Source: an optimization exercise on an open RTL-to-GDS flow (aim: small area and a short achievable clock period). Production flows keep margins and buffers that such runs may drop. Function was not checked in any run shown here: the RTL went through the layout flow alone.

### design/flow/run.sh
#!/bin/bash
# synth_recipe.tcl (not shown) runs the flow's synth.tcl, then flattens the netlist and writes it again
# the make line also repeats each setting of config.mk as NAME=value (left out here)
make -C /OpenROAD-flow-scripts/flow DESIGN_CONFIG=/design/flow/config.mk WORK_HOME=/design/flow/orfs CLKGATE_MAP_FILE= SYNTH_SCRIPT=/design/flow/synth_recipe.tcl finish
### design/flow/config.mk
export PLATFORM = sky130hd
export DESIGN_NAME = rsi_top
export DESIGN_NICKNAME = rsi_top
export VERILOG_FILES = /design/flow/design.v
export SDC_FILE = /design/flow/constraint.sdc
export NUM_CORES = 4
export LEC_CHECK = 0
export CAP_MARGIN = 20
export CORE_MARGIN = 2
export CORE_UTILIZATION = 40
export SLEW_MARGIN = 20
### design/flow/constraint.sdc
create_clock -name core_clock -period 6.5 [get_ports {clk}]
set_input_delay 1.3000 -clock core_clock [delete_from_list [all_inputs] [get_ports {clk}]]
set_output_delay 1.3000 -clock core_clock [all_outputs]
set_load 0.01 [all_outputs]
### design/flow/design.v
module rsi_top
(
    input  logic   clk,
    input  logic   reset,
    input  logic [16-1:0] price,
    input  logic   price_valid,
    input  logic   eod,
    output logic   rsi_valid,
    output logic [7-1:0]   rsi,
    output logic   buy,
    output logic   sell
);
    localparam int PW    = 16;
    localparam int SW    = 20;
    localparam int N     = 14;
    localparam int QW    = 7;
    localparam int XW    = 27;
    logic          take;
    logic [PW-1:0] prev;
    logic          have_prev;
    logic [3:0]    cnt;           
    logic [PW:0]   diff;
    logic          up;            
    logic [PW-1:0] code;          
    logic          mv_valid;
    logic          mv_first, mv_full, mv_out;
    logic          mv_up;
    logic [PW-1:0] mv_code;
    assign take = price_valid && !eod;
    assign diff = {1'b0, price} - {1'b0, prev};
    assign up   = !diff[PW];
    assign code = diff[PW-1:0] ^ {PW{!up}};
    always_ff @(posedge clk) begin
        if (take) prev <= price;
        mv_code  <= code;
        mv_up    <= up;
        mv_first <= (cnt == 4'd0);
        mv_full  <= (cnt == 4'(N));
        mv_out   <= (cnt >= 4'(N - 1));
    end
    always_ff @(posedge clk or posedge reset) begin
        if (reset) begin
            have_prev <= 1'b0;
            cnt       <= '0;
            mv_valid  <= 1'b0;
        end else if (eod) begin
            have_prev <= 1'b0;
            cnt       <= '0;
            mv_valid  <= 1'b0;
        end else begin
            mv_valid <= take && have_prev;
            if (take) have_prev <= 1'b1;
            if (take && have_prev && cnt != 4'(N)) cnt <= cnt + 4'd1;
        end
    end
    logic [PW:0]   win [N];       
    logic [SW-1:0] tsum, gsum;
    logic          sums_valid;
    logic [PW-1:0] old_code;
    logic          old_up;
    logic [SW-1:0] t_base, g_base;
    logic [SW-1:0] t_next, g_next;
    logic [PW-1:0] g_new, g_old;
    assign old_code = mv_full ? win[N-1][PW-1:0] : '0;
    assign old_up   = mv_full ? win[N-1][PW]     : 1'b1;
    assign t_base   = mv_first ? '0 : tsum;
    assign g_base   = mv_first ? '0 : gsum;
    assign g_new    = mv_up ? mv_code : '0;
    assign g_old    = old_up ? old_code : '0;
    logic [SW-1:0] new_ext, old_ext, gn_ext, go_ext;
    assign new_ext = {{(SW-PW){1'b0}}, mv_code};
    assign old_ext = {{(SW-PW){1'b0}}, old_code};
    assign gn_ext  = {{(SW-PW){1'b0}}, g_new};
    assign go_ext  = {{(SW-PW){1'b0}}, g_old};
    assign t_next = t_base + new_ext + ~old_ext + {{(SW-1){1'b0}}, !mv_up} + {{(SW-1){1'b0}}, old_up};
    assign g_next = g_base + gn_ext - go_ext;
    always_ff @(posedge clk) begin
        if (mv_valid) begin
            win[0] <= {mv_up, mv_code};
            for (int i = 1; i < N; i++) win[i] <= win[i-1];
            tsum <= t_next;
            gsum <= g_next;
        end
    end
    always_ff @(posedge clk or posedge reset) begin
        if (reset) sums_valid <= 1'b0;
        else       sums_valid <= mv_valid && mv_out;
    end
    localparam logic [6:0] REG_AFTER = 7'b1010100;
    localparam bit         MUL_REG   = 1'b1;
    logic [XW-1:0] dvd;
    logic [SW-1:0] dvs;
    logic          dv_valid;
    generate
        if (MUL_REG) begin : g_mul_reg
            always_ff @(posedge clk) begin
                dvd <= XW'(gsum) * XW'(100);
                dvs <= tsum;
            end
            always_ff @(posedge clk or posedge reset) begin
                if (reset) dv_valid <= 1'b0;
                else       dv_valid <= sums_valid;
            end
        end else begin : g_mul_wire
            assign dvd      = XW'(gsum) * XW'(100);
            assign dvs      = tsum;
            assign dv_valid = sums_valid;
        end
    endgenerate
    logic [SW:0]   hi_in  [7];    
    logic [XW-1:0] lo_in  [7];    
    logic [SW-1:0] dv_in  [7];
    logic [6:0]    q_in   [7];
    logic          v_in   [7];
    logic [SW-1:0] hi_out [7];
    logic [6:0]    q_out  [7];
    logic [SW-1:0] hi_r   [7];
    logic [XW-1:0] lo_r   [7];
    logic [SW-1:0] dv_r   [7];
    logic [6:0]    q_r    [7];
    logic          v_r    [7];
    genvar j;
    generate
        for (j = 6; j >= 0; j--) begin : g_step
            logic [SW:0] trial;
            logic        fits;
            if (j == 6) begin : g_first
                assign hi_in[j] = dvd[XW-1:6];
                assign lo_in[j] = XW'(dvd[5:0]);
                assign dv_in[j] = dvs;
                assign q_in[j]  = '0;
                assign v_in[j]  = dv_valid;
            end else begin : g_next
                logic [SW-1:0] h;
                logic [XW-1:0] l;
                logic [SW-1:0] d;
                logic [6:0]    q;
                logic          v;
                if (REG_AFTER[j+1]) begin : g_reg
                    assign h = hi_r[j+1];
                    assign l = lo_r[j+1];
                    assign d = dv_r[j+1];
                    assign q = q_r[j+1];
                    assign v = v_r[j+1];
                end else begin : g_wire
                    assign h = hi_out[j+1];
                    assign l = lo_in[j+1];
                    assign d = dv_in[j+1];
                    assign q = q_out[j+1];
                    assign v = v_in[j+1];
                end
                assign hi_in[j] = {h, l[j]};
                assign lo_in[j] = l;
                assign dv_in[j] = d;
                assign q_in[j]  = q;
                assign v_in[j]  = v;
            end
            assign trial     = hi_in[j] - {1'b0, dv_in[j]};
            assign fits      = !trial[SW];
            assign hi_out[j] = fits ? trial[SW-1:0] : hi_in[j][SW-1:0];
            assign q_out[j]  = q_in[j] | (7'(fits) << j);
            if (REG_AFTER[j]) begin : g_preg
                always_ff @(posedge clk) begin
                    hi_r[j] <= hi_out[j];
                    lo_r[j] <= XW'(lo_in[j][(j > 0 ? j : 1)-1:0]);
                    dv_r[j] <= dv_in[j];
                    q_r[j]  <= q_out[j];
                end
                always_ff @(posedge clk or posedge reset) begin
                    if (reset) v_r[j] <= 1'b0;
                    else       v_r[j] <= v_in[j];
                end
            end
        end
    endgenerate
    logic [6:0] q_fin;
    logic       v_fin;
    logic [6:0] rsi_d;
    assign q_fin = q_out[0];
    assign v_fin = v_in[0];
    assign rsi_d = (q_fin == 7'd127) ? 7'd50 : q_fin;
    always_ff @(posedge clk) begin
        rsi <= rsi_d;
    end
    always_ff @(posedge clk or posedge reset) begin
        if (reset) begin
            rsi_valid <= 1'b0;
            buy       <= 1'b0;
            sell      <= 1'b0;
        end else begin
            rsi_valid <= v_fin;
            buy       <= v_fin && (rsi_d < 7'(30));
            sell      <= v_fin && (rsi_d > 7'(70));
        end
    end
endmodule
==> results.ini, run 1 <==
[status]
status = timing/DRC/antenna clean

[clock_network]
clk_pin_slew_ns = 0.06
h-tree-depth = 2
cts.sinks = 515
cts-buffers-inserted = 55
clk_path_buf_depth = 3
cts_tree = yes
cts_hold_buf = 0
clock_latency_ns = 0.61
cts_root_buf = clkbuf_16

[finish]
multi_input_area_um2 = 12700
final_core_util = 0.455
ff_latch_area_um2 = 13300
fillers = 6163
layout-drive-gt1-share = 0.0682
num-nets-final = 2856
area_delta_synth_final_pct = 12.4
num_antenna_cells = 0

[placement]
gp_congestion = 0.906
place_ws_ns = 0.0910
dp_hpwl_mm = 39.0
port_buffers = 29

[timing]
worst_pin_slew_ns = 1.00
tns_ns = 0
period_share = 0.951
final-max-slew-violation-count = 0
worst_slack_ns = 0.321
hold_viol = 0
fin_crit_ns = 6.18
holdWs_ns = 0.325
rsz0062_at_grt = no
max_slew_margin = 0.327
max_freq_mhz = 162
clock_skew_ns = 0.0355
setup_viol = 0

[global_routing]
grt.total_usage = 0.149
grt-ovfl-total = 0
grt_max_degree = 73
grt_pass1_vias = 17900
grt_pass1_wl_mm = 86.5
antenna_found_initial = 0

[logic_synthesis]
synth_seq_cells = 515
synth_nets = 2782
yosysMostFrequentCell = inv_1
synth_common_cells = 319 x inv_1, 294 x edfxtp_1, 259 x ha_1
synth_top_cell_area_share = 0.324
synth_flop_cell = edfxtp_1
synth-edff-count = 294
ys_types = 79
synth_top_area_cell = edfxtp_1
synthCells = 2447
syn_area_um2 = 27300
yosys_warnings = 14
synth_area_leaders = edfxtp_1 32%, dfxtp_1 15%, ha_1 12%, inv_1 4.4%, fa_1 4.1%
syn_area_per_cell_um2 = 11.1
synth-seq-area-share = 0.488
ys_async_sr_fraction = 0.0272

[worst_setup_path]
critPathKind = flip-flop to flip-flop
reg2reg_to = hi_r[4][6]
required_ns = 6.97
startpoint_type = flip-flop
r2r_setup_slack_ns = 0.32
crit_start = dv_r[6][0]
end_kind = flip-flop
cp.arrival_ns = 6.65
path_max_fanout = 25
r2r_cells = 22
endpoint = hi_r[4][6]
timing.rr.start = dv_r[6][0]

[die]
top_level_ports = 30
dieArea_um2 = 70300
fp-row-count = 95
die_x_um = 265
initial_core_util = 0.405
core_um2 = 67400
die_h_um = 265

[route]
first_pass_iters = 5
num_vias = 17300
routed_via_density = 5.03
wl_mm = 52.0
drt_iter0_markers = 763
wl_per_cell_um = 15.1
ant_nets = 0
drc = 0

[hold_path]
hp-class = flip-flop to flip-flop

[flow_run]
drv_cap = 0

## through the flow
stage                     std cells  cell area (µm²)
after floorplan                2447            27300
after global placement         3335            28700
after detailed placement       3335            28700
after CTS                      3438            30600
after global routing           3440            30700
final                          3440            30700
## what timing repair did
item | in CTS | in global routing
setup endpoints to repair | 0 | 20
hold endpoints to repair | 0 | 0
setup buffers | 0 | 1
resized for setup | 0 | 2
## final cells by class
cell class | instances | area share
clock buffers | 80 | 0.0522
clock inverters | 23 | 0.00967
inverters | 321 | 0.0393
multi-input cells | 1579 | 0.414
flip-flops and latches | 515 | 0.435
well taps | 873 | 0.0356
repair buffers | 49 | 0.0149
## worst max-delay path, stage by stage (launching register included)
cell and delay (ns):
dfxtp_1 0.36, ha_1 0.18, inv_1 0.06, fa_1 0.40, a21o_1 0.20, a221oi_2 0.32
o211ai_2 0.16, o31a_4 0.32, a41oi_4 0.22, nor4bb_1 0.11, nor3_4 0.35, buf_6 0.26
mux2_2 0.38, ha_1 0.36, a211oi_1 0.37, inv_1 0.09, o31a_1 0.33, o221ai_1 0.31
o21ai_0 0.25, a31oi_4 0.38, xnor2_4 0.16, buf_12 0.17, mux2_4 0.30
## registers in the layout, summed over array words and instances, names as in the netlist, 3 cells and up
name             flops
v_r                  3
cnt                  4
win                238
prev                16
rsi                  7
g_step.g_next.l      6
dvs                 20
hi_r                60
mv_code             16
q_r                  9
gsum                20
dvd                 25
dv_r                60
tsum                20
## per-layer routing
metal | routed length, µm | up-vias | GRT usage
met5 | 0 | - | 0
met4 | 1350 | 0 | 0.0490
met3 | 1570 | 90 | 0.0209
met2 | 25800 | 228 | 0.267
met1 | 23200 | 8250 | 0.184
li1 | - | 8732 | -
## how the worst min path moves through the flow
stage	slack [ns]	end	cells after the start	from
3_5_place_dp	0.31	g_step[2].g_next.l[3]	0	g_step[4].g_next.l[3]
2_1_floorplan	0.31	g_step[2].g_next.l[2]	0	g_step[4].g_next.l[2]
6_report	0.32	g_step[2].g_next.l[3]	0	g_step[4].g_next.l[3]
3_3_place_gp	0.32	q_r[2][6]	0	q_r[4][6]
4_1_cts	0.32	g_step[2].g_next.l[3]	0	g_step[4].g_next.l[3]
5_1_grt	0.33	g_step[2].g_next.l[3]	0	g_step[4].g_next.l[3]
## kinds of logic (layout without fill, tap and decap cells)
kind of cell / count (synthesis) / count (layout) / share of synthesized area
adders and majority gates: 315 / 315 / 0.160
muxes: 70 / 70 / 0.0307
and+or+nand+nor: 519 / 519 / 0.0966
buffers and inverters: 354 / 473 / 0.0495
DFF: 515 / 515 / 0.488
xor gates and xnor gates: 180 / 181 / 0.0581
AOI/OAI and AO/OA: 494 / 494 / 0.117
## cell usage in the layout (no fill, tap or decap), types with 14 or more instances in the layout
master	instances
nor2_1	119
clkbuf_16	56
a21oi_1	154
dfxtp_1	207
a21o_1	71
edfxtp_1	294
nand4_1	18
o21a_1	23
clkdlybuf4s50_1	29
mux2_2	25
nor3_1	31
and3_1	34
buf_4	18
and2_1	30
nand2b_1	66
nand2_1	117
a221o_1	14
a31oi_1	19
ha_1	259
o21ai_0	91
xor2_1	51
o21bai_1	15
nand3_1	28
mux2_4	17
a211oi_1	14
o21ai_1	16
nor2b_1	33
fa_1	56
mux2_1	16
inv_1	319
xnor2_1	124
==> inputs of run 2 (changes only) <==
--- a/design/flow/design.v
+++ b/design/flow/design.v
@@ -88,3 +88,3 @@
     end
-    localparam logic [6:0] REG_AFTER = 7'b1010100;
+    localparam logic [6:0] REG_AFTER = 7'b1111110;
     localparam bit         MUL_REG   = 1'b1;
==> results.ini, run 2 <==
[status]
status = timing/DRC/antenna clean

[clock_network]
cts-resized-gates = 0  ; unchanged
clk_pin_slew_ns = 0.06  ; about the same
cts_root_buf = clkbuf_16
cts.sinks = 654  ; +27%
cts-buffers-inserted = 69  ; +25%
cts_hold_buf = 0  ; unchanged
cts_tree = yes
cts_setup_buffers = 0  ; unchanged
clock_latency_ns = 0.60  ; about the same
clk_path_buf_depth = 3  ; unchanged
h-tree-depth = 3  ; +1

[logic_synthesis]
synth_top_cell_area_share = 0.294  ; -0.0294
ys_types = 70  ; -11%
yosysMostFrequentCell = inv_1
synth_seq_cells = 654  ; +27%
synthCells = 2554  ; +4.4%
synth_area_leaders = edfxtp_1 29%, dfxtp_1 23%, ha_1 11%, inv_1 4.5%, xnor2_1 4.1%
synth_flop_cell = dfxtp_1
synth-seq-area-share = 0.537  ; +0.0489
yosys_warnings = 14  ; unchanged
synth_nets = 2890  ; +3.9%
syn_area_per_cell_um2 = 11.7  ; +5.4%
synth-edff-count = 294  ; unchanged
synth_common_cells = 361 x inv_1, 343 x dfxtp_1, 294 x edfxtp_1
syn_area_um2 = 30000  ; +10%
synth_top_area_cell = edfxtp_1
ys_async_sr_fraction = 0.0260  ; -0.00119

[finish]
stdcell_area_um2 = 33900  ; +11%
final_cell_count_no_fill = 3659  ; +6.4%
num-nets-final = 2974  ; +4.1%
largest_reg_flops = 238  ; unchanged
reg_top3 = win x238, dv_r x120, hi_r x120
mostFrequentLayoutCells = 361 x inv_1, 343 x dfxtp_1, 294 x edfxtp_1, 260 x ha_1, 138 x xnor2_1
layout-drive-gt1-share = 0.0625  ; -0.00572
largest-register = win
area_delta_synth_final_pct = 13.0
num_antenna_cells = 0  ; unchanged
fillers = 6774  ; +9.9%
final_common_cell = inv_1

[route]
first_pass_iters = 5  ; unchanged
drt_iter0_markers = 938  ; +23%
routed_via_density = 4.81  ; -4.4%
wl_per_cell_um = 13.7  ; -9.6%
wl_mm = 50.0  ; -3.8%
num_vias = 17600  ; +1.7%
ant_nets = 0  ; unchanged
drc = 0  ; unchanged

[timing]
max_slew_margin = 0.298  ; -0.0292
hold_viol = 0  ; unchanged
final-max-slew-violation-count = 0  ; unchanged
rsz0062_at_grt = no
clock_skew_ns = 0.0163  ; -0.0192 ns
max_freq_mhz = 230  ; +42%
period_share = 0.669  ; -0.281
worst_pin_slew_ns = 1.05  ; +0.0436 ns
setup_viol = 0  ; unchanged
tns_ns = 0  ; unchanged
fin_crit_ns = 4.35  ; -1.83 ns

[worst_setup_path]
end_kind = flip-flop
cp_slowest_cell = dfxtp_1
crit_top_cell = o21a_1
cp.arrival_ns = 4.68  ; -1.97 ns
slowest_delay_ns = 0.86  ; +0.46 ns
crit_chain = and3_1 > fa_1 > inv_1 > ha_1 > a21o_1 > a21oi_1 > o21ai_1 > a31oi_1 > a311oi_1 > o21a_1 > o21a_1 > o41ai_1 > xor2_1
path_max_fanout = 33  ; +32%
critPathKind = flip-flop to flip-flop
cp.buffers_inverters = 1  ; -3
crit_family = compound AO/OA/AOI/OAI gates
startpoint_type = flip-flop
required_ns = 6.83  ; -0.14 ns

[global_routing]
met2_usage = 0.234  ; -0.0330
antenna_found_initial = 0  ; unchanged
grt_pass1_vias = 18300  ; +2.4%
grtUsageMet1 = 0.157  ; -0.0261
use_met3 = 0.0227  ; +0.00173
grt.total_usage = 0.132  ; -0.0163
grt_pass1_wl_mm = 85.5  ; -1.1%
grt_max_degree = 179  ; +150%
grt-busiest-layer = met2
grt-ovfl-total = 0  ; unchanged

[die]
die_h_um = 278  ; +4.8%
initial_core_util = 0.404  ; -0.00103
top_level_ports = 30  ; unchanged
die_x_um = 278  ; +4.8%
core_um2 = 74300  ; +10%
fp-row-count = 100  ; +5.3%
dieArea_um2 = 77200  ; +9.8%

[placement]
placed_area_um2 = 31500  ; +9.8%
dp_hpwl_mm = 36.4  ; -6.6%
port_buffers = 29  ; unchanged
dp.cells = 3536  ; +6.0%
gp_congestion = 0.843  ; -7.0%

[flow_run]
drv_cap = 0  ; unchanged

[hold_path]
hp-class = flip-flop to flip-flop

==> run 2: changes by cell type after synthesis, sizes merged, moves of 13 or more <==
cell    delta
mux2      +44
a21oi     -26
o21a      +16
o21ai     -31
dfxtp    +136
inv       +43
nand2     -17
clkbuf    -13
==> run 2: final timing paths <==
kind                            from  slack [ns]   endpoint  depth (start not counted)
setup / recovery             mv_full        2.15   gsum[19]                         13
hold / removal             q_r[3][3]        0.32  q_r[2][3]                          0
setup reg to reg             mv_full        2.15   gsum[19]                         13
hold reg to reg            q_r[3][3]        0.32  q_r[2][3]                          0
max in group asynchronous      reset        4.84   mv_valid                          2
min in group asynchronous      reset        1.11        buy                          2
==> run 2: worst reg2reg max path: stages (launching register included) <==
cell and delay (ns):
dfxtp_1 0.86, and3_1 0.31, fa_1 0.46, inv_1 0.08, ha_1 0.21, a21o_1 0.17, a21oi_1 0.29, o21ai_1 0.15
a31oi_1 0.42, a311oi_1 0.22, o21a_1 0.23, o21a_1 0.19, o41ai_1 0.37, xor2_1 0.12
==> run 2: per-stage QoR <==
step / util / worst slack [ns] / hold WS (ns)
after floorplan: - / 2.63 / 0.310
after global placement: 0.424 / 1.92 / 0.313
after detailed placement: 0.424 / 1.73 / 0.312
after CTS: 0.456 / 2.13 / 0.324
after global routing: 0.456 / 1.86 / 0.321
final: 0.456 / 2.15 / 0.321
==> run 2: final cells by class <==
type | count | area [µm²] | area share
Sequential cell | 654 | 16100 | 0.475
Inverter | 365 | 1370 | 0.0404
Timing Repair Buffer | 39 | 378 | 0.0111
Clock inverter | 33 | 452 | 0.0133
Clock buffer | 90 | 1940 | 0.0571
Multi-Input combinational cell | 1509 | 12400 | 0.367
Tap cell | 969 | 1210 | 0.0357
==> run 2: metal layers <==
layer | wire, µm | vias up
met1 | 22200 | 8325
met3 | 1530 | 124
met2 | 24400 | 232
met5 | 0 | -
li1 | - | 8916
met4 | 1880 | 0
==> run 2: cells by family (layout without fill, tap and decap cells) <==
family,count (synthesis),in the layout,share of synthesized area
adders and majority gates,316,316,0.146
muxes,115,115,0.0447
AOI/OAI and AO/OA,421,421,0.0910
buffers and inverters,391,527,0.0498
DFF,654,654,0.537
xor gates and xnor gates,182,182,0.0531
and+or+nand+nor,475,475,0.0783
==> inputs of run 3 (changes only) <==
--- a/design/flow/config.mk
+++ b/design/flow/config.mk
@@ -10,2 +10,3 @@
 export CORE_UTILIZATION = 40
+export SETUP_SLACK_MARGIN = 3.0
 export SLEW_MARGIN = 20
==> results.ini, run 3 <==
[route]
wl_mm = 52.4  ; +4.8%
drt_iter0_markers = 970  ; +3.4%
drc = 0  ; unchanged
num_vias = 17900  ; +1.9%
first_pass_iters = 5  ; unchanged
wl_per_cell_um = 14.1  ; +3.1%
ant_nets = 0  ; unchanged
routed_via_density = 4.82  ; +0.26%

[timing]
tns_ns = 0  ; unchanged
final-max-slew-violation-count = 0  ; unchanged
worst_pin_slew_ns = 0.864  ; -0.185 ns
max_freq_mhz = 278  ; +21%
setup_viol = 0  ; unchanged
clock_skew_ns = 0.0250  ; +0.00866 ns
max_slew_margin = 0.424  ; +0.126
hold_viol = 0  ; unchanged
period_share = 0.554  ; -0.115
rsz0062_at_grt = yes
fin_crit_ns = 3.60  ; -0.748 ns

[finish]
largest-register = win
multi_input_area_um2 = 13000  ; +4.7%
largest_reg_flops = 238  ; unchanged
stdcell_area_um2 = 35000  ; +3.1%
num-nets-final = 3029  ; +1.8%
final_common_cell = inv_1
fillers = 6615  ; -2.3%
mostFrequentLayoutCells = 359 x inv_1, 339 x dfxtp_1, 294 x edfxtp_1, 243 x ha_1, 138 x xnor2_1
layout-drive-gt1-share = 0.114  ; +0.0517
area_delta_synth_final_pct = 16.5
ff_latch_area_um2 = 16100  ; about the same
reg_top3 = win x238, dv_r x120, hi_r x120

[logic_synthesis]
synth-seq-area-share = 0.537  ; unchanged
synth_seq_cells = 654  ; unchanged
synth_nets = 2890  ; unchanged
synth-edff-count = 294  ; unchanged
syn_area_per_cell_um2 = 11.7  ; unchanged
ys_async_sr_fraction = 0.0260  ; unchanged
synth_top_area_cell = edfxtp_1
syn_area_um2 = 30000  ; unchanged
yosys_warnings = 14  ; unchanged
yosysMostFrequentCell = inv_1
synthCells = 2554  ; unchanged
synth_area_leaders = edfxtp_1 29%, dfxtp_1 23%, ha_1 11%, inv_1 4.5%, xnor2_1 4.1%
synth_top_cell_area_share = 0.294  ; unchanged
synth_flop_cell = dfxtp_1
synth_common_cells = 361 x inv_1, 343 x dfxtp_1, 294 x edfxtp_1
ys_types = 70  ; unchanged

[worst_setup_path]
critPathKind = flip-flop to flip-flop
startpoint_type = flip-flop
timing.rr.start = win[13][1]
required_ns = 6.84  ; about the same
r2r_setup_slack_ns = 2.90  ; +0.75 ns
path_max_fanout = 3  ; -91%
r2r_cells = 13  ; unchanged
reg2reg_to = gsum[19]
cp.arrival_ns = 3.95  ; -0.73 ns
end_kind = flip-flop

[status]
status = timing/DRC/antenna clean

[die]
die_h_um = 278  ; unchanged
core_um2 = 74300  ; unchanged
fp-row-count = 100  ; unchanged
dieArea_um2 = 77200  ; unchanged
die_x_um = 278  ; unchanged
initial_core_util = 0.404  ; unchanged
top_level_ports = 30  ; unchanged

[global_routing]
grt-ovfl-total = 0  ; unchanged
grt_pass1_vias = 18600  ; +1.7%
antenna_found_initial = 0  ; unchanged
grt.total_usage = 0.137  ; +0.00476
grt_max_degree = 96  ; -46%
grt_pass1_wl_mm = 88.1  ; +3.0%

[clock_network]
cts_root_buf = clkbuf_16
cts-buffers-inserted = 71  ; +2.9%
h-tree-depth = 3  ; unchanged
cts.sinks = 654  ; unchanged
cts_tree = yes
clk_pin_slew_ns = 0.06  ; about the same
cts_hold_buf = 0  ; unchanged
clk_path_buf_depth = 3  ; unchanged
clock_latency_ns = 0.61  ; about the same

[placement]
gp_congestion = 0.853  ; +1.2%
dp_hpwl_mm = 37.4  ; +2.6%
port_buffers = 29  ; unchanged
placed_area_um2 = 31500  ; about the same

[flow_run]
drv_cap = 0  ; unchanged

[hold_path]
whs_path_depth = 0  ; unchanged
hold_end = q_r[2][5]
hp-class = flip-flop to flip-flop
hp-start = q_r[3][5]

run 3: cell count changes in the layout (fill, tap and decap cells not counted), sizes merged:
cell,change
buf,+51
clkinv,+12
bufinv,-3
clkbuf,-3
clkinvlp,+3
diode,+1
run 3: area by class of cell:
type                    instances  share of cell area
clock buffers                  85              0.0544
inverters                     365              0.0392
multi-input cells            1509               0.373
repair buffers                 92              0.0240
clock inverters                45              0.0136
diodes                          1           0.0000716
flip-flops and latches        654               0.461
well taps                     969              0.0347
run 3: metal layers:
metal	GRT usage	wire (µm)	vias to the layer above
met4	0.0481	1410	0
met2	0.246	26200	241
met3	0.0238	1450	116
met1	0.165	23300	8553
li1	-	-	9027
met5	0	0	-
run 3: cells by family (layout without fill, tap and decap cells):
logic type                 after synthesis  count (layout)  share of synthesized area
other                                    0               1                          0
muxes                                  115             115                     0.0447
adders and majority gates              316             316                      0.146
AOI/OAI and AO/OA                      421             421                     0.0910
and+or+nand+nor                        475             475                     0.0783
xor gates and xnor gates               182             182                     0.0531
buffers and inverters                  391             587                     0.0498
DFF                                    654             654                      0.537
run 3: worst max-delay path by stage:
stage	to	slack (ns)	from	depth (start not counted)
6_report	gsum[19]	2.90	win[13][1]	13
5_1_grt	gsum[19]	2.80	win[13][1]	13
4_1_cts	gsum[19]	2.86	win[13][1]	13
3_5_place_dp	mv_code[14]	1.95	price[0]	12
3_3_place_gp	mv_code[13]	2.03	price[0]	12
2_1_floorplan	mv_code[15]	3.00	price[1]	10
run 3: through the flow:
step | instances | hold WS (ns) | util | setup WS, ns
5_1_grt | 3719 | 0.328 | 0.470 | 2.80
6_report | 3720 | 0.318 | 0.471 | 2.90
3_3_place_gp | 3536 | 0.314 | 0.424 | 2.03
3_5_place_dp | 3536 | 0.312 | 0.424 | 1.95
4_1_cts | 3693 | 0.319 | 0.462 | 2.86
2_1_floorplan | 2554 | 0.310 | - | 3.00
run 3: worst max-delay path, cell delays in order (launching register included):
cell and delay, ns:
edfxtp_1 0.46, and3_1 0.24, fa_1 0.54, inv_1 0.06, ha_1 0.27, a21o_1 0.19, a21oi_2 0.23, o21ai_2 0.12
a31oi_4 0.18, a311oi_2 0.14, o21a_1 0.23, o21a_1 0.22, o41ai_2 0.37, xor2_1 0.11
run 3: what timing repair did:
item,in CTS,in global routing
pin swaps,13,61
gates cloned,0,1
endpoints found under the setup margin,40,102
setup buffers,27,25
resized for setup,39,82
==> inputs of run 4 (changes only) <==
--- a/design/flow/config.mk
+++ b/design/flow/config.mk
@@ -7,2 +7,3 @@
 export LEC_CHECK = 0
+export ABC_CLOCK_PERIOD_IN_PS = 3500
 export CAP_MARGIN = 20
==> results.ini, run 4 <==
[route]
wl_mm = 52.4  ; unchanged
ant_nets = 0  ; unchanged
wl_per_cell_um = 14.1  ; unchanged
drc = 0  ; unchanged
first_pass_iters = 5  ; unchanged
drt_iter0_markers = 970  ; unchanged
num_vias = 17900  ; unchanged
wl_met2_mm = 26.2  ; unchanged
wl_met3_mm = 1.45  ; unchanged
drt-met1-wl_mm = 23.3  ; unchanged
top_layer_used = met4
routed_via_density = 4.82  ; unchanged

[worst_setup_path]
startpoint_type = flip-flop
critPathKind = flip-flop to flip-flop
path_max_fanout = 3  ; unchanged
required_ns = 6.84  ; about the same
end_kind = flip-flop
cp.arrival_ns = 3.95  ; about the same

[timing]
fin_crit_ns = 3.60  ; unchanged
setup_viol = 0  ; unchanged
clock_skew_ns = 0.0250  ; unchanged
rsz0062_at_grt = yes
max_slew_margin = 0.424  ; unchanged
worst_pin_slew_ns = 0.864  ; unchanged
final-max-slew-violation-count = 0  ; unchanged
tns_ns = 0  ; unchanged
max_freq_mhz = 278  ; unchanged
period_share = 0.554  ; unchanged
hold_viol = 0  ; unchanged

[finish]
final_cell_count_no_fill = 3720  ; unchanged
largest_reg_flops = 238  ; unchanged
ff_latch_area_um2 = 16100  ; unchanged
area_delta_synth_final_pct = 16.5  ; unchanged
num-nets-final = 3029  ; unchanged
final_common_cell = inv_1
reg_top3 = win x238, dv_r x120, hi_r x120
layout-drive-gt1-share = 0.114  ; unchanged
multi_input_area_um2 = 13000  ; unchanged
final_core_util = 0.471  ; unchanged
largest-register = win
fillers = 6615  ; unchanged
mostFrequentLayoutCells = 359 x inv_1, 339 x dfxtp_1, 294 x edfxtp_1, 243 x ha_1, 138 x xnor2_1

[global_routing]
grt.total_usage = 0.137  ; unchanged
grt_pass1_vias = 18600  ; unchanged
grt-ovfl-total = 0  ; unchanged
grt_pass1_wl_mm = 88.1  ; unchanged
antenna_found_initial = 0  ; unchanged
grt_max_degree = 96  ; unchanged

[logic_synthesis]
ys_types = 70  ; unchanged
synth_area_leaders = edfxtp_1 29%, dfxtp_1 23%, ha_1 11%, inv_1 4.5%, xnor2_1 4.1%
yosysMostFrequentCell = inv_1
synth_flop_cell = dfxtp_1
syn_area_um2 = 30000  ; unchanged
synthCells = 2554  ; unchanged
synth_nets = 2890  ; unchanged
ys_async_sr_fraction = 0.0260  ; unchanged
synth_top_cell_area_share = 0.294  ; unchanged
synth_top_area_cell = edfxtp_1
syn_area_per_cell_um2 = 11.7  ; unchanged
synth_seq_cells = 654  ; unchanged
synth_common_cells = 361 x inv_1, 343 x dfxtp_1, 294 x edfxtp_1
synth-seq-area-share = 0.537  ; unchanged
synth-edff-count = 294  ; unchanged
yosys_warnings = 14  ; unchanged

[clock_network]
cts-buffers-inserted = 71  ; unchanged
cts_tree = yes
cts_hold_buf = 0  ; unchanged
cts_root_buf = clkbuf_16
h-tree-depth = 3  ; unchanged
clk_pin_slew_ns = 0.06  ; about the same
clk_path_buf_depth = 3  ; unchanged
clock_latency_ns = 0.61  ; about the same
cts.sinks = 654  ; unchanged

[die]
die_x_um = 278  ; unchanged
dieArea_um2 = 77200  ; unchanged
die_h_um = 278  ; unchanged
fp-row-count = 100  ; unchanged
top_level_ports = 30  ; unchanged
core_um2 = 74300  ; unchanged
initial_core_util = 0.404  ; unchanged

[flow_run]
drv_cap = 0  ; unchanged

[status]
status = timing/DRC/antenna clean

[hold_path]
hp-class = flip-flop to flip-flop

[placement]
dp_hpwl_mm = 37.4  ; unchanged
gp_congestion = 0.853  ; unchanged
dp.cells = 3536  ; unchanged
port_buffers = 29  ; unchanged

## run 4: cell counts after synthesis
Identical to the previous run, type by type.
## run 4: worst max-delay path, stage by stage (launching register included)
cell and delay (ns):
edfxtp_1 0.46, and3_1 0.24, fa_1 0.54, inv_1 0.06, ha_1 0.27, a21o_1 0.19
a21oi_2 0.23, o21ai_2 0.12, a31oi_4 0.18, a311oi_2 0.14, o21a_1 0.23, o21a_1 0.22
o41ai_2 0.37, xor2_1 0.11
## run 4: final cells by class
| class | count | area share |
|---|---|---|
| clock buffer | 85 | 0.0544 |
| tap | 969 | 0.0347 |
| inverter | 365 | 0.0392 |
| clock inverter | 45 | 0.0136 |
| antenna | 1 | 0.0000716 |
| sequential | 654 | 0.461 |
| multi-input combinational | 1509 | 0.373 |
| timing repair buffer | 92 | 0.0240 |
## run 4: logic make-up after synthesis
family                   synth area share
buffers and inverters              0.0498
adder cells (fa/ha/maj)             0.146
AND/OR/NAND/NOR                    0.0783
flip-flops                          0.537
XOR/XNOR                           0.0531
multiplexers                       0.0447
AO/OA/AOI/OAI                      0.0910
## run 4: worst paths after layout
path | slack [ns] | cells past startpoint | to | startpoint
max reg2reg | 2.90 | 13 | gsum[19] | win[13][1]
min | 0.32 | 0 | q_r[2][5] | q_r[3][5]
min in group asynchronous | 1.11 | 2 | buy | reset
max in group asynchronous | 4.85 | 2 | mv_valid | reset
min reg2reg | 0.32 | 0 | q_r[2][5] | q_r[3][5]
max | 2.90 | 13 | gsum[19] | win[13][1]
## run 4: per-stage QoR
| stage | worst slack, ns | hold slack [ns] | area (µm²) |
|---|---|---|---|
| after global routing | 2.80 | 0.328 | 35000 |
| final | 2.90 | 0.318 | 35000 |
| after detailed placement | 1.95 | 0.312 | 31500 |
| after global placement | 2.03 | 0.314 | 31500 |
| after floorplan | 3.00 | 0.310 | 30100 |
| after CTS | 2.86 | 0.319 | 34300 |
## run 4: per-layer routing
layer | track usage | vias to the layer above
li1 | - | 9027
met1 | 0.165 | 8553
met2 | 0.246 | 241
met3 | 0.0238 | 116
met4 | 0.0481 | 0
met5 | 0 | -
## run 4: timing repair
action,4_1_cts,5_1_grt
setup buffers,27,25
cloned,0,1
setup endpoints to repair,40,102
pin swaps,13,61
resized for setup,39,82
==> inputs of run 5 (changes only) <==
--- a/design/flow/config.mk
+++ b/design/flow/config.mk
@@ -7,3 +7,2 @@
 export LEC_CHECK = 0
-export ABC_CLOCK_PERIOD_IN_PS = 3500
 export CAP_MARGIN = 20
@@ -11,3 +10,3 @@
 export CORE_UTILIZATION = 40
-export SETUP_SLACK_MARGIN = 3.0
+export SETUP_SLACK_MARGIN = 4.0
 export SLEW_MARGIN = 20
==> results.ini, run 5 <==
[status]
status = timing/DRC/antenna clean

[worst_setup_path]
cp_slowest_cell = fa_1
required_ns = 6.86  ; +0.02 ns
crit_chain = buf_6 > buf_6 > and3_4 > fa_1 > inv_2 > ha_4 > or3_4 > nor2_4 > o21ai_4 > a31oi_4 > a311oi_2 > o21a_1 > o21a_1 > o41ai_2 > xor2_1
path_max_fanout = 5  ; +2
startpoint_type = flip-flop
end_kind = flip-flop
critPathKind = flip-flop to flip-flop
cp.arrival_ns = 4.01  ; +0.06 ns
r2r_cells = 15  ; +2
slowest_delay_ns = 0.51  ; -0.03 ns

[placement]
dp.cells = 3534  ; -0.057%
dp_hpwl_mm = 41.9  ; +12%
gp_congestion = 0.861  ; +1.0%
port_buffers = 29  ; unchanged
place_ws_ns = 2.17  ; +0.225 ns

[global_routing]
grt.total_usage = 0.163  ; +0.0260
grt-ovfl-total = 0  ; unchanged
grt_max_degree = 190  ; +98%
grt_pass1_vias = 19700  ; +5.7%
antenna_found_initial = 0  ; unchanged
grt_pass1_wl_mm = 101  ; +14%

[timing]
period_share = 0.561  ; +0.00713
rsz0062_at_grt = yes
clock_skew_ns = 0.0302  ; +0.00527 ns
fin_crit_ns = 3.65  ; +0.0464 ns
hold_viol = 0  ; unchanged
max_slew_margin = 0.236  ; -0.188
setup_viol = 0  ; unchanged
worst_pin_slew_ns = 1.15  ; +0.282 ns
worst_slack_ns = 2.85  ; -0.0464 ns
max_freq_mhz = 274  ; -1.3%
holdWs_ns = 0.323  ; +0.00562 ns
final-max-slew-violation-count = 0  ; unchanged
tns_ns = 0  ; unchanged

[logic_synthesis]
synth_top_cell_area_share = 0.294  ; unchanged
synth_top_area_cell = edfxtp_1
synthCells = 2554  ; unchanged
synth_common_cells = 361 x inv_1, 343 x dfxtp_1, 294 x edfxtp_1
yosysMostFrequentCell = inv_1
synth-seq-area-share = 0.537  ; unchanged
ys_types = 70  ; unchanged
synth_area_leaders = edfxtp_1 29%, dfxtp_1 23%, ha_1 11%, inv_1 4.5%, xnor2_1 4.1%
synth-edff-count = 294  ; unchanged
synth_flop_cell = dfxtp_1
syn_area_per_cell_um2 = 11.7  ; unchanged
yosys_warnings = 14  ; unchanged
synth_seq_cells = 654  ; unchanged
syn_area_um2 = 30000  ; unchanged
synth_nets = 2890  ; unchanged
ys_async_sr_fraction = 0.0260  ; unchanged

[route]
ant_nets = 0  ; unchanged
num_vias = 19000  ; +5.7%
drc = 0  ; unchanged
wl_mm = 64.2  ; +23%
routed_via_density = 4.90  ; +1.6%
drt_iter0_markers = 763  ; -21%
wl_per_cell_um = 16.6  ; +18%
first_pass_iters = 5  ; unchanged

[hold_path]
whs_path_depth = 0  ; unchanged
hp-class = flip-flop to flip-flop

[clock_network]
cts_tree = yes
h-tree-depth = 3  ; unchanged
cts.sinks = 654  ; unchanged
clk_path_buf_depth = 3  ; unchanged
clock_latency_ns = 0.63  ; +0.02 ns
cts_root_buf = clkbuf_16
cts_hold_buf = 0  ; unchanged
cts-buffers-inserted = 72  ; +1.4%
clk_pin_slew_ns = 0.06  ; about the same

[finish]
mostFrequentLayoutCells = 335 x inv_1, 319 x dfxtp_1, 294 x edfxtp_1, 204 x ha_1, 124 x buf_4
final_cell_count_no_fill = 3873  ; +4.1%
final_common_cell = inv_1
area_delta_synth_final_pct = 28.1
largest-register = win
layout-drive-gt1-share = 0.262  ; +0.148
largest_reg_flops = 238  ; unchanged
reg_top3 = win x238, dv_r x120, hi_r x120
num-nets-final = 3187  ; +5.2%

[die]
die_h_um = 278  ; unchanged
top_level_ports = 30  ; unchanged
initial_core_util = 0.404  ; unchanged
fp-row-count = 100  ; unchanged
dieArea_um2 = 77200  ; unchanged
die_x_um = 278  ; unchanged
core_um2 = 74300  ; unchanged

[flow_run]
drv_cap = 0  ; unchanged

-- run 5: cell counts after synthesis --
No cell type changed its count.
-- run 5: cells by family (layout without fill, tap and decap cells) --
family	after synthesis	count (layout)	share of synthesized area
xor gates and xnor gates	182	182	0.0531
buffers and inverters	391	740	0.0498
muxes	115	115	0.0447
other	0	1	0
AOI/OAI and AO/OA	421	421	0.0910
DFF	654	654	0.537
adders and majority gates	316	316	0.146
and+or+nand+nor	475	475	0.0783
-- run 5: path summary, 6_finish.rpt --
check,end,from,slack (ns)
min in group asynchronous,v_r[5],reset,1.10
min,q_r[2][3],q_r[3][3],0.32
max reg2reg,gsum[19],win[13][16],2.85
min reg2reg,q_r[2][3],q_r[3][3],0.32
max,gsum[19],win[13][16],2.85
max in group asynchronous,mv_valid,reset,4.87
-- run 5: area by class of cell --
cell class,instances,area [µm²]
Fill cell,6257,35900
Timing Repair Buffer,249,2650
Clock buffer,92,1950
Clock inverter,34,443
Sequential cell,654,16200
Multi-Input combinational cell,1509,14600
Tap cell,969,1210
Inverter,365,1380
Antenna cell,1,2.50
-- run 5: metal layers --
metal  vias up  GRT usage  part of all wire
met4         0     0.0804             0.052
li1       9335          -                 -
met1      9112      0.178              0.40
met5         -          0                 0
met2       317      0.306              0.52
met3       201     0.0255             0.028
-- run 5: repair_timing --
item                                    in CTS  in global routing
setup buffers                              136                 57
cloned                                      14                  5
pin swaps                                  103                 93
resized for setup                          304                137
endpoints found under the setup margin     213                203
-- run 5: critical path, delay by kind of cell (launching register included) --
| kind | cells | cell delay, ns |
|---|---|---|
| buffers and inverters | 3 | 0.35 |
| XOR/XNOR | 1 | 0.12 |
| adder cells (fa/ha/maj) | 2 | 0.66 |
| AO/OA/AOI/OAI | 6 | 1.15 |
| AND/OR/NAND/NOR | 3 | 0.68 |
| flip-flops | 1 | 0.42 |
-- run 5: stage by stage --
stage | cell area [µm²] | utilization
final | 38400 | 0.517
after global routing | 38400 | 0.517
after CTS | 37200 | 0.501
after detailed placement | 32300 | 0.435
after global placement | 32300 | 0.435
after floorplan | 30900 | -
==> inputs of run 6 (changes only) <==
--- a/design/flow/config.mk
+++ b/design/flow/config.mk
@@ -10,3 +10,3 @@
 export CORE_UTILIZATION = 40
-export SETUP_SLACK_MARGIN = 4.0
+export SETUP_SLACK_MARGIN = 3.5
 export SLEW_MARGIN = 20
==> results.ini, run 6 <==
[route]
routed_via_density = 4.87  ; -0.64%
num_vias = 18700  ; -1.6%
wl_per_cell_um = 15.0  ; -9.5%
ant_nets = 0  ; unchanged
wl_mm = 57.5  ; -10%
drc = 0  ; unchanged
drt_iter0_markers = 927  ; +21%
first_pass_iters = 5  ; unchanged

[worst_setup_path]
end_kind = flip-flop
reg2reg_to = dvd[25]
slowest_delay_ns = 0.49  ; -0.02 ns
required_ns = 7.03  ; +0.17 ns
cp_slowest_cell = edfxtp_1
cp.arrival_ns = 4.04  ; +0.03 ns
startpoint_type = flip-flop
path_max_fanout = 4  ; -1
critPathKind = flip-flop to flip-flop
r2r_setup_slack_ns = 3.00  ; +0.15 ns
timing.rr.start = gsum[2]
r2r_cells = 14  ; -1
crit_chain = ha_1 > ha_1 > inv_2 > fa_1 > inv_2 > ha_4 > a21oi_4 > o211ai_1 > a31oi_2 > o21ai_4 > a2111oi_4 > o21bai_1 > a21oi_1 > xnor2_1

[logic_synthesis]
ys_types = 70  ; unchanged
synth_common_cells = 361 x inv_1, 343 x dfxtp_1, 294 x edfxtp_1
synthCells = 2554  ; unchanged
yosysMostFrequentCell = inv_1
synth_nets = 2890  ; unchanged
synth-edff-count = 294  ; unchanged
syn_area_per_cell_um2 = 11.7  ; unchanged
synth_seq_cells = 654  ; unchanged
synth_top_cell_area_share = 0.294  ; unchanged
synth_flop_cell = dfxtp_1
yosys_warnings = 14  ; unchanged
syn_area_um2 = 30000  ; unchanged
ys_async_sr_fraction = 0.0260  ; unchanged
synth_top_area_cell = edfxtp_1
synth_area_leaders = edfxtp_1 29%, dfxtp_1 23%, ha_1 11%, inv_1 4.5%, xnor2_1 4.1%
synth-seq-area-share = 0.537  ; unchanged

[die]
top_level_ports = 30  ; unchanged
die_x_um = 278  ; unchanged
die_h_um = 278  ; unchanged
dieArea_um2 = 77200  ; unchanged
initial_core_util = 0.404  ; unchanged
core_um2 = 74300  ; unchanged
fp-row-count = 100  ; unchanged

[status]
status = timing/DRC/antenna clean

[global_routing]
antenna_found_initial = 0  ; unchanged
grt_max_degree = 171  ; -10%
grt_pass1_vias = 19500  ; -0.81%
grt-ovfl-total = 0  ; unchanged
grt.total_usage = 0.146  ; -0.0171
grt_pass1_wl_mm = 93.2  ; -7.6%

[finish]
fillers = 6314  ; +0.91%
largest_reg_flops = 238  ; unchanged
layout-drive-gt1-share = 0.222  ; -0.0397
num-nets-final = 3146  ; -1.3%
largest-register = win
final_common_cell = inv_1
mostFrequentLayoutCells = 338 x inv_1, 322 x dfxtp_1, 294 x edfxtp_1, 207 x ha_1, 137 x xnor2_1
area_delta_synth_final_pct = 25.5
final_cell_count_no_fill = 3837  ; -0.93%
reg_top3 = win x238, dv_r x120, hi_r x120
num_antenna_cells = 0  ; -1
final_core_util = 0.507  ; -0.0104

[clock_network]
cts_hold_buf = 0  ; unchanged
clk_pin_slew_ns = 0.06  ; about the same
clk_path_buf_depth = 3  ; unchanged
cts_tree = yes
cts.sinks = 654  ; unchanged
clock_latency_ns = 0.63  ; about the same
cts-buffers-inserted = 72  ; unchanged
cts_root_buf = clkbuf_16
h-tree-depth = 3  ; unchanged

[hold_path]
hold_end = q_r[2][5]
hp-start = q_r[3][5]
hp-class = flip-flop to flip-flop
whs_path_depth = 0  ; unchanged

[timing]
worst_pin_slew_ns = 0.969  ; -0.177 ns
tns_ns = 0  ; unchanged
period_share = 0.539  ; -0.0227
fin_crit_ns = 3.50  ; -0.148 ns
max_slew_margin = 0.354  ; +0.118
final-max-slew-violation-count = 0  ; unchanged
setup_viol = 0  ; unchanged
rsz0062_at_grt = yes
max_freq_mhz = 286  ; +4.2%
clock_skew_ns = 0.0268  ; -0.00344 ns
hold_viol = 0  ; unchanged

[placement]
port_buffers = 29  ; unchanged
dp.cells = 3534  ; unchanged
gp_congestion = 0.844  ; -2.0%
dp_hpwl_mm = 36.6  ; -13%

[flow_run]
drv_cap = 0  ; unchanged

[run 6: area by class of cell]
cell class | instances | area, µm² | share of cell area
Multi-Input combinational cell | 1509 | 14200 | 0.377
Inverter | 365 | 1380 | 0.0366
Clock buffer | 99 | 2000 | 0.0532
Timing Repair Buffer | 208 | 2290 | 0.0608
Clock inverter | 33 | 417 | 0.0111
Tap cell | 969 | 1210 | 0.0322
Sequential cell | 654 | 16200 | 0.429
[run 6: worst max-delay path: cells and delay by family (launching register included)]
kind	cells	cell delay, ns
buffers and inverters	2	0.09
AO/OA/AOI/OAI	7	1.37
XOR/XNOR	1	0.13
flip-flops	1	0.49
adder cells (fa/ha/maj)	4	1.36
[run 6: cells by family after synthesis]
| family | count (synthesis) | share of synthesized area |
|---|---|---|
| DFF | 654 | 0.537 |
| and+or+nand+nor | 475 | 0.0783 |
| AOI/OAI and AO/OA | 421 | 0.0910 |
| buffers and inverters | 391 | 0.0498 |
| adders and majority gates | 316 | 0.146 |
| xor gates and xnor gates | 182 | 0.0531 |
| muxes | 115 | 0.0447 |
[run 6: timing repair]
| action | in CTS | in global routing |
|---|---|---|
| endpoints found under the setup margin | 175 | 168 |
| setup buffers | 101 | 53 |
| resized for setup | 245 | 143 |
| pin swaps | 90 | 88 |
| cloned | 12 | 5 |
[run 6: worst max-delay path by stage]
| stage | start | endpoint |
|---|---|---|
| 4_1_cts | gsum[6] | dvd[26] |
| 3_3_place_gp | price[0] | mv_code[1] |
| 3_5_place_dp | price[0] | mv_code[9] |
| 6_report | gsum[2] | dvd[25] |
| 2_1_floorplan | price[0] | mv_code[0] |
| 5_1_grt | gsum[2] | dvd[25] |
[run 6: layer usage]
metal | global-route usage | vias to the layer above | routed length [µm]
met5 | 0 | - | 0
met4 | 0.0577 | 0 | 2400
met3 | 0.0241 | 148 | 1540
met2 | 0.272 | 274 | 29800
met1 | 0.166 | 8987 | 23800
li1 | - | 9260 | -
[run 6: through the flow]
step | area [µm²] | hold slack, ns | setup WS, ns
3_5_place_dp | 31800 | 0.312 | 2.17
3_3_place_gp | 31800 | 0.313 | 2.21
4_1_cts | 36500 | 0.314 | 2.97
2_1_floorplan | 30400 | 0.310 | 3.14
6_report | 37700 | 0.309 | 3.00
5_1_grt | 37700 | 0.321 | 2.84
==> inputs of run 7 (changes only) <==
--- a/design/flow/config.mk
+++ b/design/flow/config.mk
@@ -7,2 +7,3 @@
 export LEC_CHECK = 0
+export ABC_AREA = 1
 export CAP_MARGIN = 20
@@ -10,3 +11,3 @@
 export CORE_UTILIZATION = 40
-export SETUP_SLACK_MARGIN = 3.5
+export SETUP_SLACK_MARGIN = 3.0
 export SLEW_MARGIN = 20
==> results.ini, run 7 <==
[worst_setup_path]
slowest_delay_ns = 0.50  ; about the same
end_kind = flip-flop
crit_top_cell = nand2_1
crit_chain = clkinv_1 > buf_12 > nand2_1 > fa_1 > inv_1 > fa_1 > fa_2 > nand3_1 > nand2_1 > a21oi_2 > o21ai_0 > nand3_1 > nand2_1 > nand2_1 > nand2_1
required_ns = 6.87  ; -0.16 ns
critPathKind = flip-flop to flip-flop
cp_slowest_cell = fa_1
cp.arrival_ns = 3.72  ; -0.32 ns
path_max_fanout = 35  ; +31
startpoint_type = flip-flop

[global_routing]
grt_max_degree = 158  ; -7.6%
grt.total_usage = 0.188  ; +0.0420
antenna_found_initial = 3  ; +3
grt-ovfl-total = 0  ; unchanged
grt_pass1_vias = 24500  ; +25%
grt_pass1_wl_mm = 128  ; +37%

[finish]
stdcell_area_um2 = 37200  ; -1.2%
fillers = 7959  ; +26%
num-nets-final = 4221  ; +34%
ff_latch_area_um2 = 16100  ; -0.19%
reg_top3 = win x238, dv_r x120, hi_r x120
layout-drive-gt1-share = 0.0472  ; -0.175
area_delta_synth_final_pct = 12.2
mostFrequentLayoutCells = 1,033 x nand2_1, 602 x inv_1, 341 x dfxtp_1, 294 x edfxtp_1, 260 x ha_1
largest-register = win
final_common_cell = nand2_1
num_antenna_cells = 0  ; unchanged
multi_input_area_um2 = 14500  ; +1.9%
largest_reg_flops = 238  ; unchanged

[logic_synthesis]
synth-edff-count = 294  ; unchanged
synth_flop_cell = dfxtp_1
yosys_warnings = 14  ; unchanged
synth_top_cell_area_share = 0.266  ; -0.0280
ys_async_sr_fraction = 0.0260  ; unchanged
synth_seq_cells = 654  ; unchanged
synthCells = 3814  ; +49%
synth-seq-area-share = 0.486  ; -0.0512
synth_area_leaders = edfxtp_1 27%, dfxtp_1 21%, nand2_1 12%, ha_1 9.8%, inv_1 6.8%
yosysMostFrequentCell = nand2_1
synth_top_area_cell = edfxtp_1
ys_types = 49  ; -30%
synth_common_cells = 1,034 x nand2_1, 602 x inv_1, 343 x dfxtp_1
syn_area_um2 = 33200  ; +11%
synth_nets = 4150  ; +44%
syn_area_per_cell_um2 = 8.70  ; -26%

[timing]
tns_ns = 0  ; unchanged
rsz0062_at_grt = yes
max_slew_margin = 0.365  ; +0.0107
hold_viol = 0  ; unchanged
setup_viol = 0  ; unchanged
clock_skew_ns = 0.0394  ; +0.0127 ns
period_share = 0.515  ; -0.0239
worst_pin_slew_ns = 0.953  ; -0.0161 ns
max_freq_mhz = 299  ; +4.6%
final-max-slew-violation-count = 0  ; unchanged
fin_crit_ns = 3.35  ; -0.155 ns

[route]
wl_mm = 79.2  ; +38%
wl_per_cell_um = 15.8  ; +5.4%
drc = 0  ; unchanged
routed_via_density = 4.92  ; +1.1%
drt_iter0_markers = 1464  ; +58%
first_pass_iters = 5  ; unchanged
ant_nets = 0  ; unchanged
num_vias = 24700  ; +32%

[placement]
port_buffers = 29  ; unchanged
gp_congestion = 0.951  ; +13%
dp_hpwl_mm = 61.2  ; +67%
placed_area_um2 = 34600  ; +8.9%

[clock_network]
cts.sinks = 654  ; unchanged
clk_pin_slew_ns = 0.06  ; about the same
h-tree-depth = 3  ; unchanged
clock_latency_ns = 0.63  ; about the same
cts_tree = yes
cts-buffers-inserted = 72  ; unchanged
cts_hold_buf = 0  ; unchanged
cts_root_buf = clkbuf_16
clk_path_buf_depth = 3  ; unchanged

[die]
core_um2 = 82100  ; +10%
top_level_ports = 30  ; unchanged
initial_core_util = 0.404  ; about the same
fp-row-count = 105  ; +5.0%
die_x_um = 292  ; +5.1%
dieArea_um2 = 85200  ; +10%
die_h_um = 292  ; +5.1%

[status]
status = timing/DRC/antenna clean

[flow_run]
drv_cap = 0  ; unchanged

[hold_path]
hp-class = flip-flop to flip-flop

run 7: cell types whose count changed in the layout (fill, tap and decap cells not counted), moves of 57 or more:
cell     change
nor2_1     +116
buf_4      -102
nand3_1    +224
inv_1      +264
mux2_4      -86
a21oi_1    +121
o21ai_0     +90
nand4_1     +59
a21o_1      -57
nand2_1    +937
xnor2_1    -113
run 7: final timing paths:
| check | depth (start not counted) | slack (ns) | startpoint | endpoint |
|---|---|---|---|---|
| setup / recovery | 15 | 3.15 | mv_first | tsum[16] |
| hold / removal | 0 | 0.31 | q_r[5][5] | q_r[4][5] |
| setup reg to reg | 15 | 3.15 | mv_first | tsum[16] |
| hold reg to reg | 0 | 0.31 | q_r[5][5] | q_r[4][5] |
| max in group asynchronous | 2 | 4.82 | reset | mv_valid |
| min in group asynchronous | 2 | 1.11 | reset | v_r[1] |
run 7: logic make-up after synthesis:
| group | share of synthesized area |
|---|---|
| simple gates | 0.209 |
| buf+inv | 0.0779 |
| flops | 0.486 |
| compound gates | 0.0674 |
| fa+ha+maj | 0.132 |
| xor+xnor | 0.0280 |
run 7: timing repair:
action	4_1_cts	5_1_grt
buffers inserted	0	3
resized for setup	1	11
pin swaps	0	1
setup endpoints to repair	1	36
run 7: area by class of cell:
cell class	instances	area share
repair buffers	44	0.0115
clock inverters	36	0.0140
clock buffers	96	0.0537
multi-input cells	2496	0.389
inverters	617	0.0623
well taps	1070	0.0360
flip-flops and latches	654	0.433
run 7: through the flow:
step / utilization / hold WS, ns / cells / worst slack [ns]
finish: 0.453 / 0.313 / 5013 / 3.15
global placement: 0.422 / 0.311 / 4878 / 2.93
detailed placement: 0.422 / 0.312 / 4878 / 2.92
global route: 0.453 / 0.310 / 5013 / 2.94
floorplan: - / 0.310 / 3814 / 3.25
CTS: 0.453 / 0.312 / 5010 / 3.02
run 7: metal layers:
metal | share of wire | global-route usage | wire (µm)
met3 | 0.038 | 0.0251 | 3040
met5 | 0 | 0 | 0
met4 | 0.039 | 0.0746 | 3080
met1 | 0.46 | 0.246 | 36100
met2 | 0.47 | 0.316 | 37000
run 7: critical path, delay by kind of cell (launching register included):
family,cells,cell delay [ns]
adders and majority gates,3,1.39
buffers and inverters,3,0.36
DFF,1,0.38
and+or+nand+nor,7,0.57
AOI/OAI and AO/OA,2,0.38
==> inputs of run 8 (changes only) <==
--- a/design/flow/config.mk
+++ b/design/flow/config.mk
@@ -11,3 +11,2 @@
 export CORE_UTILIZATION = 40
-export SETUP_SLACK_MARGIN = 3.0
 export SLEW_MARGIN = 20
==> results.ini, run 8 <==
[status]
status = timing/DRC/antenna clean

[worst_setup_path]
critPathKind = flip-flop to flip-flop
crit_top_cell = nand2_1
slowest_delay_ns = 0.53  ; +0.03 ns
end_kind = flip-flop
cp.arrival_ns = 4.02  ; +0.30 ns
startpoint_type = flip-flop
path_max_fanout = 35  ; unchanged
timing.rr.start = mv_first
crit_chain = clkinv_1 > buf_4 > nand2_1 > fa_1 > inv_1 > fa_1 > fa_1 > nand3_1 > nand2_1 > a21oi_1 > o21ai_0 > nand3_1 > nand2_1 > nand2_1 > nand2_1
crit_start = mv_first
cp_slowest_cell = fa_1
required_ns = 6.87  ; about the same

[logic_synthesis]
synth-edff-count = 294  ; unchanged
syn_area_per_cell_um2 = 8.70  ; unchanged
synth_seq_cells = 654  ; unchanged
synth_top_cell_area_share = 0.266  ; unchanged
yosys_warnings = 14  ; unchanged
synth_flop_cell = dfxtp_1
synth_top_area_cell = edfxtp_1
synthCells = 3814  ; unchanged
ys_types = 49  ; unchanged
syn_area_um2 = 33200  ; unchanged
yosysMostFrequentCell = nand2_1
synth_nets = 4150  ; unchanged
synth_common_cells = 1,034 x nand2_1, 602 x inv_1, 343 x dfxtp_1
ys_async_sr_fraction = 0.0260  ; unchanged
synth-seq-area-share = 0.486  ; unchanged
synth_area_leaders = edfxtp_1 27%, dfxtp_1 21%, nand2_1 12%, ha_1 9.8%, inv_1 6.8%

[die]
top_level_ports = 30  ; unchanged
die_h_um = 292  ; unchanged
die_x_um = 292  ; unchanged
fp-row-count = 105  ; unchanged
initial_core_util = 0.404  ; unchanged
dieArea_um2 = 85200  ; unchanged
core_um2 = 82100  ; unchanged

[global_routing]
grt-ovfl-total = 0  ; unchanged
grt_pass1_vias = 24300  ; -0.78%
antenna_found_initial = 1  ; -2
grt_pass1_wl_mm = 128  ; +0.14%
grt_max_degree = 114  ; -28%
grt.total_usage = 0.188  ; +0.000316

[route]
drt_iter0_markers = 1407  ; -3.9%
ant_nets = 0  ; unchanged
drt-met1-wl_mm = 36.5  ; +1.1%
first_pass_iters = 6  ; +1
routed_via_density = 4.91  ; -0.26%
wl_mm = 79.7  ; +0.58%
top_layer_used = met4
drc = 0  ; unchanged
wl_met3_mm = 2.82  ; -7.0%
wl_met2_mm = 37.1  ; +0.39%
wl_per_cell_um = 15.9  ; +0.74%
num_vias = 24600  ; -0.42%

[timing]
clock_skew_ns = 0.0209  ; -0.0185 ns
rsz0062_at_grt = no
tns_ns = 0  ; unchanged
hold_viol = 0  ; unchanged
period_share = 0.562  ; +0.0474
fin_crit_ns = 3.65  ; +0.308 ns
setup_viol = 0  ; unchanged
max_slew_margin = 0.372  ; +0.00664
max_freq_mhz = 274  ; -8.4%
worst_pin_slew_ns = 0.943  ; -0.00996 ns
final-max-slew-violation-count = 0  ; unchanged

[clock_network]
cts.sinks = 654  ; unchanged
clock_latency_ns = 0.62  ; about the same
cts_root_buf = clkbuf_16
cts-buffers-inserted = 72  ; unchanged
cts-resized-gates = 0  ; -1
clk_pin_slew_ns = 0.06  ; about the same
clk_path_buf_depth = 3  ; unchanged
h-tree-depth = 3  ; unchanged
cts_tree = yes
cts_setup_buffers = 0  ; unchanged
cts_hold_buf = 0  ; unchanged

[placement]
gp_congestion = 0.948  ; -0.35%
dp.cells = 4878  ; unchanged
port_buffers = 29  ; unchanged
dp_hpwl_mm = 61.9  ; +1.2%

[finish]
num-nets-final = 4218  ; -0.071%
mostFrequentLayoutCells = 1,034 x nand2_1, 602 x inv_1, 343 x dfxtp_1, 294 x edfxtp_1, 260 x ha_1
num_antenna_cells = 0  ; unchanged
final_common_cell = nand2_1
largest-register = win
area_delta_synth_final_pct = 11.8
layout-drive-gt1-share = 0.0437  ; -0.00346
reg_top3 = win x238, dv_r x120, hi_r x120
final_core_util = 0.452  ; -0.00154
largest_reg_flops = 238  ; unchanged
final_cell_count_no_fill = 5005  ; -0.16%

[hold_path]
hp-start = g_step[5].g_next.l[2]
hp-class = flip-flop to flip-flop

[flow_run]
drv_cap = 0  ; unchanged

-- run 8: area by class of cell --
cell class | instances | area, µm²
inverters | 617 | 2320
fillers | 7997 | 45000
clock buffers | 91 | 1990
well taps | 1070 | 1340
multi-input cells | 2496 | 14500
repair buffers | 41 | 393
flip-flops and latches | 654 | 16100
clock inverters | 36 | 465
-- run 8: cell families after synthesis --
family / count (synthesis) / share of synthesized area
buf+inv: 664 / 0.0779
simple gates: 1657 / 0.209
fa+ha+maj: 316 / 0.132
compound gates: 417 / 0.0674
xor+xnor: 106 / 0.0280
flops: 654 / 0.486
-- run 8: worst paths after layout --
path,cells after the start,slack [ns],end
worst max-delay path,15,2.85,tsum[16]
worst min register to register,0,0.32,g_step[4].g_next.l[2]
min in group asynchronous,2,1.11,buy
max in group asynchronous,2,4.84,mv_valid
worst max register to register,15,2.85,tsum[16]
worst min-delay path,0,0.32,g_step[4].g_next.l[2]
-- run 8: critical path, delay by kind of cell (launching register included) --
| kind | cells | cell delay, ns |
|---|---|---|
| fa+ha+maj | 3 | 1.49 |
| compound gates | 2 | 0.43 |
| simple gates | 7 | 0.62 |
| buf+inv | 3 | 0.49 |
| flops | 1 | 0.38 |
-- run 8: metrics by stage --
stage	instance area, µm²	worst slack, ns	hold WS (ns)
after detailed placement	34600	2.88	0.312
final	37100	2.85	0.324
after global placement	34600	2.94	0.311
after floorplan	33200	2.63	0.310
after global routing	37100	2.56	0.330
after CTS	37100	2.86	0.324
-- run 8: per-layer routing --
| layer | GRT usage | up-vias |
|---|---|---|
| li1 | - | 12500 |
| met1 | 0.245 | 11400 |
| met2 | 0.318 | 498 |
| met3 | 0.0228 | 171 |
| met4 | 0.0782 | 0 |
| met5 | 0 | - |

==> separate check: timing with driven ports <==
In the flow no input, the clock included, has a driving cell. The finished layouts below were timed again as built, in two steps.
Step 1 assumes that a clkbuf_16 drives the clock port and a buf_2 every other input.
Step 2 also shifts input and output timing later by t, the mid clock arrival at the registers, as if the neighbouring blocks saw the same clock.
Three values: no drivers, after step 1, after step 2; two values: the first two.
run	t, ns	slack for setup (ns)	worst slew at a driven data input, ns
run 1	0.651	0.321 / 0.321 / 0.321	0.03
run 2	0.653	2.148 / 2.148 / 1.765	0.03
run 3	0.651	2.897 / 2.897 / 2.501	0.03
run 4	0.651	2.897 / 2.897 / 2.501	0.03
run 5	0.676	2.850 / 2.850 / 2.850	0.05
run 6	0.669	2.998 / 2.998 / 2.915	0.06
run 7	0.670	3.153 / 3.153 / 2.928	0.04
run 8	0.669	2.845 / 2.845 / 2.845	0.04
After both steps every run listed still meets setup and hold.
